Background: an optimization exercise with open tools, aiming at small area, a short achievable clock period and few clock cycles per item. Do not read the settings as production practice. At most, simulation tests tie the RTL to the original design; equivalence was not proved.

==> inputs of run F <==
// fp_mul_arbiter
module fp_mul_arbiter #(
    parameter int W = fp_alu_pkg::FP_W
) (
    input  logic         clk,
    input  logic         rst,
    input  logic         req0_valid,
    input  logic [W-1:0] req0_a,
    input  logic [W-1:0] req0_b,
    output logic         req0_ready,
    input  logic         req1_valid,
    input  logic [W-1:0] req1_a,
    input  logic [W-1:0] req1_b,
    output logic         req1_ready,
    output logic         rsp_valid,
    output logic [W-1:0] rsp_data,
    output logic         rsp_id,
    input  logic         rsp_ready
);
==> module FP_Mul_post, before the edit <==
module FP_Mul_post (
    input  logic        sign_i,
    input  logic        nan_i,
    input  logic [9:0]  exp_i,      
    input  logic [24:0] ph_i,       
    input  logic        g_i,        
    input  logic        st_i,       
    output logic [31:0] p_o
);
    logic        n;
    logic        ru1, ru0;            
    logic [22:0] a1, a0;              
    logic [22:0] m1, m0, mant;
    logic        ovf1, ovf0;
    logic [9:0]  e1, e2;
    logic        u0, u1, u2, o0, o1, o2;
    logic [7:0]  ef;
    logic        zero, inf;
    assign n   = ph_i[24];
    assign ru1 = ph_i[0] & (g_i | st_i | ph_i[1]);
    assign ru0 = g_i & (st_i | ph_i[0]);
    always_comb begin
        a1[0] = ph_i[1];
        a0[0] = ph_i[0];
        for (int k = 1; k < 23; k++) begin
            a1[k] = a1[k-1] & ph_i[k+1];
            a0[k] = a0[k-1] & ph_i[k];
        end
        m1[0] = ph_i[1] ^ ru1;
        m0[0] = ph_i[0] ^ ru0;
        for (int k = 1; k < 23; k++) begin
            m1[k] = ph_i[k+1] ^ (ru1 & a1[k-1]);
            m0[k] = ph_i[k]   ^ (ru0 & a0[k-1]);
        end
    end
    assign ovf1 = ru1 & a1[22];
    assign ovf0 = ru0 & a0[22];
    assign mant = n ? m1 : m0;
    assign e1 = exp_i + 10'd1;
    assign e2 = exp_i + 10'd2;
    assign u0 = exp_i[9] | (exp_i == 10'd0);
    assign u1 = e1[9] | (e1 == 10'd0);
    assign u2 = e2[9] | (e2 == 10'd0);
    assign o0 = ~exp_i[9] & (exp_i >= 10'd255);
    assign o1 = ~e1[9] & (e1 >= 10'd255);
    assign o2 = ~e2[9] & (e2 >= 10'd255);
    always_comb begin
        if (n) begin
            ef   = ovf1 ? e2[7:0] : e1[7:0];
            zero = ovf1 ? u2 : u1;
            inf  = ovf1 ? o2 : o1;
        end else begin
            ef   = ovf0 ? e1[7:0] : exp_i[7:0];
            zero = ovf0 ? u1 : u0;
            inf  = ovf0 ? o1 : o0;
        end
        if (zero)
            p_o = {sign_i, 31'd0};
        else if (inf)
            p_o = {sign_i, 8'hFF, nan_i, 22'd0};
        else
            p_o = {sign_i, ef, mant};
    end
endmodule
==> module fp_mul_arbiter, before the edit <==
module fp_mul_arbiter #(
    parameter int W = fp_alu_pkg::FP_W
) (
    input  logic         clk,
    input  logic         rst,
    input  logic         req0_valid,
    input  logic [W-1:0] req0_a,
    input  logic [W-1:0] req0_b,
    output logic         req0_ready,
    input  logic         req1_valid,
    input  logic [W-1:0] req1_a,
    input  logic [W-1:0] req1_b,
    output logic         req1_ready,
    output logic         rsp_valid,
    output logic [W-1:0] rsp_data,
    output logic         rsp_id,
    input  logic         rsp_ready
);
    logic        turn_q;                  
    logic        stall;
    logic        accept;
    logic [31:0] in_a, in_b;
    logic        s1_v_q, s1_id_q, s1_sign_q, s1_nan_q;
    logic [9:0]  s1_exp_q;
    logic [22:0] s1_fa_q;
    logic [11:0] s1_bone_q, s1_btwo_q;    
    logic [10:0] s1_bneg_q;
    logic [11:0] enc_one, enc_two;
    logic [10:0] enc_neg;
    logic        pre_sign, pre_nan;
    logic [9:0]  pre_exp;
    logic        s2_v_q, s2_id_q, s2_sign_q, s2_nan_q;
    logic [9:0]  s2_exp_q;
    logic [24:0] s2_ph_q;
    logic        s2_g_q, s2_st_q;
    assign stall      = s2_v_q & ~rsp_ready;
    assign req0_ready = ~rst & ~stall & ~turn_q;
    assign req1_ready = ~rst & ~stall &  turn_q;
    assign accept     = turn_q ? req1_valid : req0_valid;
    assign in_a       = turn_q ? req1_a : req0_a;
    assign in_b       = turn_q ? req1_b : req0_b;
    FP_Mul_pre u_pre (
        .a_i    (in_a),
        .b_i    (in_b),
        .sign_o (pre_sign),
        .nan_o  (pre_nan),
        .exp_o  (pre_exp)
    );
    logic [24:0] mul_ph;
    logic        mul_g, mul_st;
    FP_booth_enc u_enc (
        .fb   (in_b[22:0]),
        .bone (enc_one),
        .btwo (enc_two),
        .bneg (enc_neg)
    );
    FP_Mul_tree u_tree (
        .fa    (s1_fa_q),
        .bone  (s1_bone_q),
        .btwo  (s1_btwo_q),
        .bneg  (s1_bneg_q),
        .ph    (mul_ph),
        .g     (mul_g),
        .st    (mul_st)
    );
    FP_Mul_post u_post (
        .sign_i (s2_sign_q),
        .nan_i  (s2_nan_q),
        .exp_i  (s2_exp_q),
        .ph_i   (s2_ph_q),
        .g_i    (s2_g_q),
        .st_i   (s2_st_q),
        .p_o    (rsp_data)
    );
    always_ff @(posedge clk) begin
        if (rst) begin
            turn_q <= 1'b0;
            s1_v_q <= 1'b0;
            s2_v_q <= 1'b0;
        end else if (!stall) begin
            if (turn_q ? req0_valid : req1_valid) turn_q <= ~turn_q;
            s1_v_q <= accept;
            s2_v_q <= s1_v_q;
        end
    end
    always_ff @(posedge clk) begin
        if (!stall) begin
            s1_id_q   <= turn_q;
            s1_sign_q <= pre_sign;
            s1_nan_q  <= pre_nan;
            s1_exp_q  <= pre_exp;
            s1_fa_q   <= in_a[22:0];
            s1_bone_q <= enc_one;
            s1_btwo_q <= enc_two;
            s1_bneg_q <= enc_neg;
            s2_id_q   <= s1_id_q;
            s2_sign_q <= s1_sign_q;
            s2_nan_q  <= s1_nan_q;
            s2_exp_q  <= s1_exp_q;
            s2_ph_q   <= mul_ph;
            s2_g_q    <= mul_g;
            s2_st_q   <= mul_st;
        end
    end
    assign rsp_valid = s2_v_q;
    assign rsp_id    = s2_id_q;
endmodule
Settings: LEC_CHECK=0, CAP_MARGIN=20, CORE_MARGIN=2, CORE_UTILIZATION=40, CTS_BUF_LIST=sky130_fd_sc_hd__clkbuf_8, SETUP_SLACK_MARGIN=5, SLEW_MARGIN=20, SYNTH_HIERARCHICAL=1, SYNTH_MINIMUM_KEEP_SIZE=0; clock period 11.0 ns.
standard.sh (not shown) runs the stock make flow with config.mk's settings and CLKGATE_MAP_FILE= SYNTH_SCRIPT=/design/flow/synth_recipe.tcl, a recipe that flattens the netlist after the stock synthesis.
==> flow/flow/run.sh <==
#!/bin/bash
# The standard ORFS layout (the standard.sh, standard synthesis unchanged),
# with buf_2 cells as the port buffers instead of the resizer's default pick.
set -euo pipefail
bash standard.sh "BUFFER_PORTS_ARGS=-buffer_cell sky130_fd_sc_hd__buf_2" finish > orfs_make.log 2>&1
==> run D (differences from run F) <==
--- a/flow/design.v
+++ b/flow/design.v
@@ -2092,10 +2092,10 @@
     assign e1 = exp_i + 10'd1;
     assign e2 = exp_i + 10'd2;
-    assign u0 = exp_i[9] | (exp_i == 10'd0);
-    assign u1 = e1[9] | (e1 == 10'd0);
-    assign u2 = e2[9] | (e2 == 10'd0);
-    assign o0 = ~exp_i[9] & (exp_i >= 10'd255);
-    assign o1 = ~e1[9] & (e1 >= 10'd255);
-    assign o2 = ~e2[9] & (e2 >= 10'd255);
+    assign u0 = exp_i[9] | (exp_i == 10'd0);                    
+    assign u1 = exp_i[9];                                        
+    assign u2 = exp_i[9] & ~(&exp_i[8:0]);                       
+    assign o0 = ~exp_i[9] & (exp_i[8] | (&exp_i[7:0]));          
+    assign o1 = ~exp_i[9] & (exp_i[8] | (&exp_i[7:1]));          
+    assign o2 = ~exp_i[9] & (exp_i[8] | ((&exp_i[7:2]) & (exp_i[1] | exp_i[0])));   
     always_comb begin
         if (n) begin
==> flow/flow/run.sh (replaced) <==
#!/bin/bash
# The standard ORFS layout (the standard.sh, standard synthesis unchanged),
# with buf_2 cells as the port buffers and a larger setup repair margin.
set -euo pipefail
bash standard.sh "BUFFER_PORTS_ARGS=-buffer_cell sky130_fd_sc_hd__buf_2" SETUP_SLACK_MARGIN=5.4 finish > orfs_make.log 2>&1
==> run E (differences from run F) <==
--- a/flow/design.v
+++ b/flow/design.v
@@ -2142,8 +2142,6 @@
     logic        s1_v_q, s1_id_q, s1_sign_q, s1_nan_q;
     logic [9:0]  s1_exp_q;
-    logic [22:0] s1_fa_q;
-    logic [11:0] s1_bone_q, s1_btwo_q;    
-    logic [10:0] s1_bneg_q;
-    logic [11:0] enc_one, enc_two;
+    logic [22:0] s1_fa_q, s1_fb_q;
+    logic [11:0] enc_one, enc_two;        
     logic [10:0] enc_neg;
     logic        pre_sign, pre_nan;
@@ -2169,5 +2167,5 @@
     logic        mul_g, mul_st;
     FP_booth_enc u_enc (
-        .fb   (in_b[22:0]),
+        .fb   (s1_fb_q),
         .bone (enc_one),
         .btwo (enc_two),
@@ -2176,7 +2174,7 @@
     FP_Mul_tree u_tree (
         .fa    (s1_fa_q),
-        .bone  (s1_bone_q),
-        .btwo  (s1_btwo_q),
-        .bneg  (s1_bneg_q),
+        .bone  (enc_one),
+        .btwo  (enc_two),
+        .bneg  (enc_neg),
         .ph    (mul_ph),
         .g     (mul_g),
@@ -2210,7 +2208,5 @@
             s1_exp_q  <= pre_exp;
             s1_fa_q   <= in_a[22:0];
-            s1_bone_q <= enc_one;
-            s1_btwo_q <= enc_two;
-            s1_bneg_q <= enc_neg;
+            s1_fb_q   <= in_b[22:0];
             s2_id_q   <= s1_id_q;
             s2_sign_q <= s1_sign_q;
--- a/flow/config.mk
+++ b/flow/config.mk
@@ -9,5 +9,4 @@
 export CORE_MARGIN = 2
 export CORE_UTILIZATION = 40
-export CTS_BUF_LIST = sky130_fd_sc_hd__clkbuf_8
 export SETUP_SLACK_MARGIN = 5
 export SLEW_MARGIN = 20
==> comparison <==
The lowest first-iteration DRC count belongs to run F, the highest to run D. Against run E, the clock-buffer cell count of run D is higher by 8. The lowest utilization belongs to run F, the highest to run E. The lowest via count belongs to run D, the highest to run E. Worst setup slack, highest first: run D, run F, run E. Run D finished clean. Run F went through all stages and came out clean. Run E completed without violations. The highest sequential share of layout area belongs to run F, the lowest to run E. Fmax: run E < run F < run D.
==> figures <==
Run status: run F finished clean; run D finished clean; run E finished clean
Worst slack at placement: run F 4.866 ns; run D 4.786 ns; run E 4.276 ns
Crit path max fanout: run F 22; run D 12; run E 16
Area post-placement: run F 21,940 um^2; run D 21,530 um^2; run E 21,570 um^2
Clock-pin slew of the registers on the worst-case setup and hold paths: run F 0.08 ns; run D 0.07 ns; run E 0.09 ns
GRT Resource Usage Total: run F 23.22%; run D 23.26%; run E 23.08%
Number of global-route vias before repair: run F 17,180; run D 17,020; run E 17,100
Element type at the critical path end: run F output port; run D register; run E register
Floorplan die area: run F 53,260 um^2; run D 52,330 um^2; run E 52,340 um^2
Number of instances resized during post-cts repair: run F 0; run D 27; run E 62
Transition at the pin with the smallest max-transition slack: run F 1.104 ns; run D 0.8972 ns; run E 1.023 ns
Maximum number of pins on one net before global-route repair: run F 87; run D 59; run E 78
Met2 Resource Use GR: run F 37.02%; run D 37.31%; run E 37.61%
Worst reg2reg endpoint: run F s2_ph_q[17]; run D s2_ph_q[16]; run E s2_ph_q[16]
Final routed wire length divided by cell count: run F 22.29 um; run D 22.51 um; run E 22.80 um
Testbench counts of run D, summed over its fixed seeds: cycles 6,416, items 6,400.
The RTL of run F and run E was laid out without a check of its function.

==> afterwards: timing with drivers on the ports <==
Ports are ideal in the flow. The routed layouts listed here were re-timed in OpenROAD. Step 1 assumes that a clkbuf_16 drives the clock port and a buf_2 every other input. Step 2, shift: input delay + t, output delay - t, t = (earliest + latest rising clock arrival at the registers) / 2. This alone moves slack from input paths to output paths. a / b / c = ideal / step 1 / step 2; a / b = the first two.
run	t, ns	slack for setup (ns)	hold WS [ns]	latest minus earliest clock arrival (ns)
run F	0.484	5.174 / 5.132 / 5.265	0.419 / 0.419 / 0.419	0.014 / 0.014
run D	0.491	5.513 / 5.487 / 5.513	0.423 / 0.423 / 0.423	0.013 / 0.013
run E	0.419	5.019 / 5.019 / 5.019	0.420 / 0.420 / 0.420	0.026 / 0.026
After both steps setup and hold are still met in every run listed.
